From an optimization exercise on the open Yosys and OpenROAD flow, aimed at small area; shortcuts taken in it are not production practice.
Only simulation tests tie the RTL to the original design; equivalence was not proved.
Power is estimated from default activity; no workload was simulated.

==> flow/design.v <==
package core_cfg_pkg;
    localparam int xlen_c = 64;
    localparam int inst_w_c = 32;
    localparam int reg_addr_w_c = 5;
    localparam logic [xlen_c-1:0] reset_pc_c = '0;
    localparam logic [inst_w_c-1:0] nop_inst_c = 32'h0000_0013;
endpackage
package rv_isa_pkg;
    typedef enum logic [6:0] {
        OP     = 7'b0110011,
        OP_IMM = 7'b0010011,
        BRANCH = 7'b1100011,
        JAL    = 7'b1101111,
        STORE  = 7'b0100011
    } opcode_e;
    typedef enum logic [2:0] {
        F3_ADD_SUB = 3'b000,
        F3_XOR     = 3'b100,
        F3_OR      = 3'b110,
        F3_AND     = 3'b111
    } alu_f3_e;
    typedef enum logic [2:0] {
        F3_BEQ = 3'b000,
        F3_BNE = 3'b001
    } br_f3_e;
    typedef enum logic [2:0] {
        F3_SD = 3'b011
    } st_f3_e;
    localparam logic [6:0] f7_base_c = 7'b0000000;
    localparam logic [6:0] f7_sub_c  = 7'b0100000;
    typedef enum logic [2:0] {
        ALU_ADD,
        ALU_SUB,
        ALU_AND,
        ALU_OR,
        ALU_XOR
    } alu_op_e;
    typedef enum logic [1:0] {
        BR_NONE,
        BR_EQ,
        BR_NE,
        BR_JUMP
    } br_kind_e;
endpackage
import core_cfg_pkg::*;
module core (
    input  logic                                clk,
    input  logic                                rst_n_i,
    input  logic [core_cfg_pkg::inst_w_c-1:0]   if_inst_i,
    output logic [core_cfg_pkg::xlen_c-1:0]     if_inst_addr_o,
    output logic                                mem_wen_o,
    output logic [core_cfg_pkg::xlen_c-1:0]     mem_waddr_o,
    output logic [core_cfg_pkg::xlen_c-1:0]     mem_wdata_o
);
    logic [3:0]  ph_q;
    logic        ph0_q, ph1_q;
    logic        clr_q;
    logic        bub_q;
    logic        ph15;
    assign ph15 = (ph_q == 4'd15);
    always_ff @(posedge clk) begin
        if (!rst_n_i) begin
            ph_q  <= 4'd0;
            ph0_q <= 1'b1;
            ph1_q <= 1'b0;
            clr_q <= 1'b1;
        end else begin
            ph_q  <= ph_q + 4'd1;
            ph0_q <= ph15;
            ph1_q <= ph0_q;
            if (ph15) clr_q <= 1'b0;
        end
    end
    logic [31:7] ir_q;
    logic [31:7] ins;
    logic        c_rr_q, c_addi_q, c_br_q, c_jal_q, c_sd_q;
    logic        c_rr, c_addi, c_br, c_jal, c_sd;
    logic        d_rr, d_addi, d_br, d_jal, d_sd;
    logic [6:0] opc;
    logic [2:0] f3i;
    logic [6:0] f7i;
    assign opc = if_inst_i[6:0];
    assign f3i = if_inst_i[14:12];
    assign f7i = if_inst_i[31:25];
    always_comb begin
        d_rr   = (opc == 7'b0110011) &&
                 ((f7i == 7'b0000000 && (f3i == 3'b000 || f3i == 3'b100 ||
                                         f3i == 3'b110 || f3i == 3'b111)) ||
                  (f7i == 7'b0100000 && f3i == 3'b000));
        d_addi = (opc == 7'b0010011) && (f3i == 3'b000);
        d_br   = (opc == 7'b1100011) && (f3i[2:1] == 2'b00);
        d_jal  = (opc == 7'b1101111);
        d_sd   = (opc == 7'b0100011) && (f3i == 3'b011);
    end
    always_comb begin
        if (ph0_q) begin
            ins    = if_inst_i[31:7];
            c_rr   = d_rr   && !clr_q && !bub_q;
            c_addi = d_addi && !clr_q && !bub_q;
            c_br   = d_br   && !clr_q && !bub_q;
            c_jal  = d_jal  && !clr_q && !bub_q;
            c_sd   = d_sd   && !clr_q && !bub_q;
        end else begin
            ins    = ir_q;
            c_rr   = c_rr_q;
            c_addi = c_addi_q;
            c_br   = c_br_q;
            c_jal  = c_jal_q;
            c_sd   = c_sd_q;
        end
    end
    always_ff @(posedge clk) begin
        ir_q     <= ins;
        c_rr_q   <= c_rr;
        c_addi_q <= c_addi;
        c_br_q   <= c_br;
        c_jal_q  <= c_jal;
        c_sd_q   <= c_sd;
    end
    logic [31:1][63:0] rf_q;
    logic [3:0]        rs1_nib, rs2_nib;
    logic [31:0][3:0]  tail;
    logic [4:0]        rs1, rs2;
    assign rs1 = ins[19:15];
    assign rs2 = ins[24:20];
    always_comb begin
        tail[0] = 4'd0;
        for (int r = 1; r < 32; r++) tail[r] = rf_q[r][3:0];
    end
    assign rs1_nib = tail[rs1];
    assign rs2_nib = tail[rs2];
    logic [63:0] pc_q, wa_q, wd_q;
    logic [3:0]  pc_src;
    logic [4:0]  inc;
    logic        icy_q;
    assign pc_src = bub_q ? wa_q[7:4] : pc_q[3:0];
    assign inc = {1'b0, pc_src} + ((ph0_q && !bub_q) ? 5'd4 : {4'd0, icy_q && !bub_q});
    logic ne_q, ne, taken;
    assign ne    = (ph0_q ? 1'b0 : ne_q) | (rs1_nib != rs2_nib);
    assign taken = c_jal || (c_br && (ins[12] ? ne : !ne));
    logic [3:0] a_q, b_q;
    always_ff @(posedge clk) begin
        a_q   <= (c_br || c_jal) ? pc_q[3:0] : rs1_nib;
        b_q   <= rs2_nib;
        icy_q <= inc[4];
        ne_q  <= ne;
    end
    logic [20:0] imm;
    logic [3:0]  imm_nib;
    always_comb begin
        if (c_jal_q)
            imm = {ir_q[31], ir_q[19:12], ir_q[20], ir_q[30:21], 1'b0};
        else if (c_br_q)
            imm = {{8{ir_q[31]}}, ir_q[31], ir_q[7], ir_q[30:25], ir_q[11:8], 1'b0};
        else if (c_sd_q)
            imm = {{9{ir_q[31]}}, ir_q[31:25], ir_q[11:7]};
        else
            imm = {{9{ir_q[31]}}, ir_q[31:20]};
        case (ph_q)
            4'd1:    imm_nib = imm[3:0];
            4'd2:    imm_nib = imm[7:4];
            4'd3:    imm_nib = imm[11:8];
            4'd4:    imm_nib = imm[15:12];
            4'd5:    imm_nib = imm[19:16];
            default: imm_nib = {4{imm[20]}};
        endcase
    end
    logic        sub;
    logic [3:0]  b, bx;
    logic [4:0]  sum;
    logic        cy_q;
    logic [3:0]  alu;
    logic [2:0]  f3e;
    assign f3e = ir_q[14:12];
    assign sub = c_rr_q && ir_q[30];
    assign b   = c_rr_q ? b_q : imm_nib;
    assign bx  = sub ? ~b : b;
    logic [3:0] p, g;
    logic [4:0] c;
    logic       en_p, en_g, en_c;
    assign p    = a_q ^ bx;
    assign g    = a_q & bx;
    assign c[0] = ph1_q ? sub : cy_q;
    always_comb begin
        for (int i = 0; i < 4; i++) c[i+1] = g[i] | (p[i] & c[i]);
    end
    assign sum  = {c[4], p ^ c[3:0]};
    assign en_c = !(c_rr_q && f3e[2]);
    assign en_p = !(c_rr_q && f3e == 3'b111);
    assign en_g = c_rr_q && f3e[2] && f3e[1];
    assign alu = ({4{en_p}} & p) ^ ({4{en_g}} & g) ^ ({4{en_c}} & c[3:0]);
    logic [3:0] link;
    assign link = pc_q[63:60];
    logic mm_q, mm;
    assign mm = (ph_q == 4'd9 ? 1'b0 : mm_q) | (alu != link);
    always_ff @(posedge clk) begin
        cy_q <= sum[4];
        mm_q <= mm;
    end
    always_ff @(posedge clk) begin
        if (!rst_n_i)
            bub_q <= 1'b0;
        else if (ph15)
            bub_q <= taken && mm;
    end
    logic       wen;
    logic [3:0] wdat, wbus;
    logic [4:0] rd;
    assign rd   = ir_q[11:7];
    assign wen  = (c_rr_q || c_addi_q || c_jal_q) && (rd != 5'd0);
    assign wdat = c_jal_q ? link : alu;
    assign wbus = clr_q ? 4'd0 : wdat;
    always_ff @(posedge clk) begin
        for (int r = 1; r < 32; r++) begin
            if (clr_q || (wen && rd == 5'(r)))
                rf_q[r] <= {rf_q[r][3:0], wbus, rf_q[r][59:4]};
            else
                rf_q[r] <= {rf_q[r][3:0], rf_q[r][63:4]};
        end
    end
    logic [63:0] wa_d;
    assign wa_d = {alu, wa_q[63:4]};
    always_ff @(posedge clk) begin
        wa_q <= wa_d;
        wd_q <= {b_q, wd_q[63:4]};
        if (clr_q)
            pc_q <= {4'd0, pc_q[63:4]};
        else if (ph15 && taken)
            pc_q <= {inc[3:0], pc_q[63:36], wa_d[35:4]};
        else
            pc_q <= {inc[3:0], pc_q[63:4]};
    end
    logic wen_q;
    always_ff @(posedge clk) begin
        if (!rst_n_i)
            wen_q <= 1'b0;
        else
            wen_q <= ph0_q && c_sd_q;
    end
    assign if_inst_addr_o = pc_q;
    assign mem_wen_o      = wen_q;
    assign mem_waddr_o    = wa_q;
    assign mem_wdata_o    = wd_q;
endmodule
clock: 5.5 ns
lec_check: 0
abc_area: 1
cap_margin: 20
core_margin: 2
core_utilization: 60
cts_buf_list: sky130_fd_sc_hd__clkbuf_8
cts_cluster_diameter: 60
cts_cluster_size: 20
gpl_timing_driven: 1
slew_margin: 20
standard.sh (not shown) runs the stock make flow with config.mk's settings and CLKGATE_MAP_FILE= SYNTH_SCRIPT=/design/flow/synth_recipe.tcl, a recipe that flattens the netlist after the stock synthesis.
==> flow/flow/run.sh <==
#!/bin/bash
set -uo pipefail
ports="BUFFER_PORTS_ARGS=-buffer_cell sky130_fd_sc_hd__buf_1"
cts="CTS_ARGS=-sink_clustering_enable -repair_clock_nets -dont_use_dummy_load -sink_clustering_size 20 -sink_clustering_max_diameter 60 -buf_list sky130_fd_sc_hd__clkbuf_8"
ant=orfs/reports/sky130hd/core/base/drt_antennas.log
bash standard.sh "$ports" "$cts" finish > flow_make.log 2>&1
st=$?
if [[ $st -ne 0 || ! -f out/final.def ]] || grep -q VIOLATED "$ant" 2>/dev/null; then
  mkdir -p first_try
  cp -r orfs/logs first_try/ 2>/dev/null || true
  cp "$ant" first_try/ 2>/dev/null || true
  rm -rf orfs out/final.def
  bash standard.sh "$ports" "$cts" CORE_UTILIZATION=50 finish > flow_make2.log 2>&1
fi
test -f out/final.def
==> next run, changes <==
--- a/flow/design.v
+++ b/flow/design.v
@@ -189,13 +189,13 @@
     assign en_p = !(c_rr_q && f3e == 3'b111);
     assign en_g = c_rr_q && f3e[2] && f3e[1];
     assign alu = ({4{en_p}} & p) ^ ({4{en_g}} & g) ^ ({4{en_c}} & c[3:0]);
     logic [3:0] link;
     assign link = pc_q[63:60];
     logic mm_q, mm;
-    assign mm = (ph_q == 4'd9 ? 1'b0 : mm_q) | (alu != link);
+    assign mm = (ph_q == 4'd5 ? 1'b0 : mm_q) | (alu != link);
     always_ff @(posedge clk) begin
         cy_q <= sum[4];
         mm_q <= mm;
     end
     always_ff @(posedge clk) begin
         if (!rst_n_i)
@@ -223,13 +223,13 @@
     always_ff @(posedge clk) begin
         wa_q <= wa_d;
         wd_q <= {b_q, wd_q[63:4]};
         if (clr_q)
             pc_q <= {4'd0, pc_q[63:4]};
         else if (ph15 && taken)
-            pc_q <= {inc[3:0], pc_q[63:36], wa_d[35:4]};
+            pc_q <= {inc[3:0], pc_q[63:20], wa_d[19:4]};
         else
             pc_q <= {inc[3:0], pc_q[63:4]};
     end
     logic wen_q;
     always_ff @(posedge clk) begin
         if (!rst_n_i)
Wire length goes down by a few percent.
Sequential cell count is unchanged.
Setup slack improved by 60 ps.
Clock-buffer cell count goes down by 1.
Synthesized cell count goes down slightly.
Power goes down slightly.
Die area goes down slightly.
Utilization goes up by 0.49 points.
Register-to-register slack improved by 60 ps.
Sequential power hardly moves.
Cell area goes down slightly.
Worst hold slack improved by 53 ps.
Final cell count goes down slightly.

==> port drivers added, routing unchanged <==
In the flow no input, the clock included, has a driving cell. The finished layouts below were timed again as built, in two steps.
Step 1 (the two cells are an assumption about what drives the block):
set clk [get_ports {clk}]
set_driving_cell -lib_cell sky130_fd_sc_hd__clkbuf_16 $clk
set_driving_cell -lib_cell sky130_fd_sc_hd__buf_2 [delete_from_list [all_inputs] $clk]
Step 2, shift: input delay + t, output delay - t, t = (earliest + latest rising clock arrival at the registers) / 2. This alone moves slack from input paths to output paths.
Three values: ideal, step 1, step 2; two values: the first two.
run | t, ns | slack for setup (ns) | worst register clock-pin slew, ns | worst slew at a driven data input, ns
the first run | 0.851 | 1.061 / 1.061 / 0.784 | 0.12 / 0.12 | 0.13
the second run | 0.845 | 1.122 / 1.122 / 1.089 | 0.12 / 0.12 | 0.10
After both steps every run listed still meets setup and hold. For the first run, which loses most, drivers alone change the setup slack by 0.000 ns; drivers and shift together by -0.277 ns.
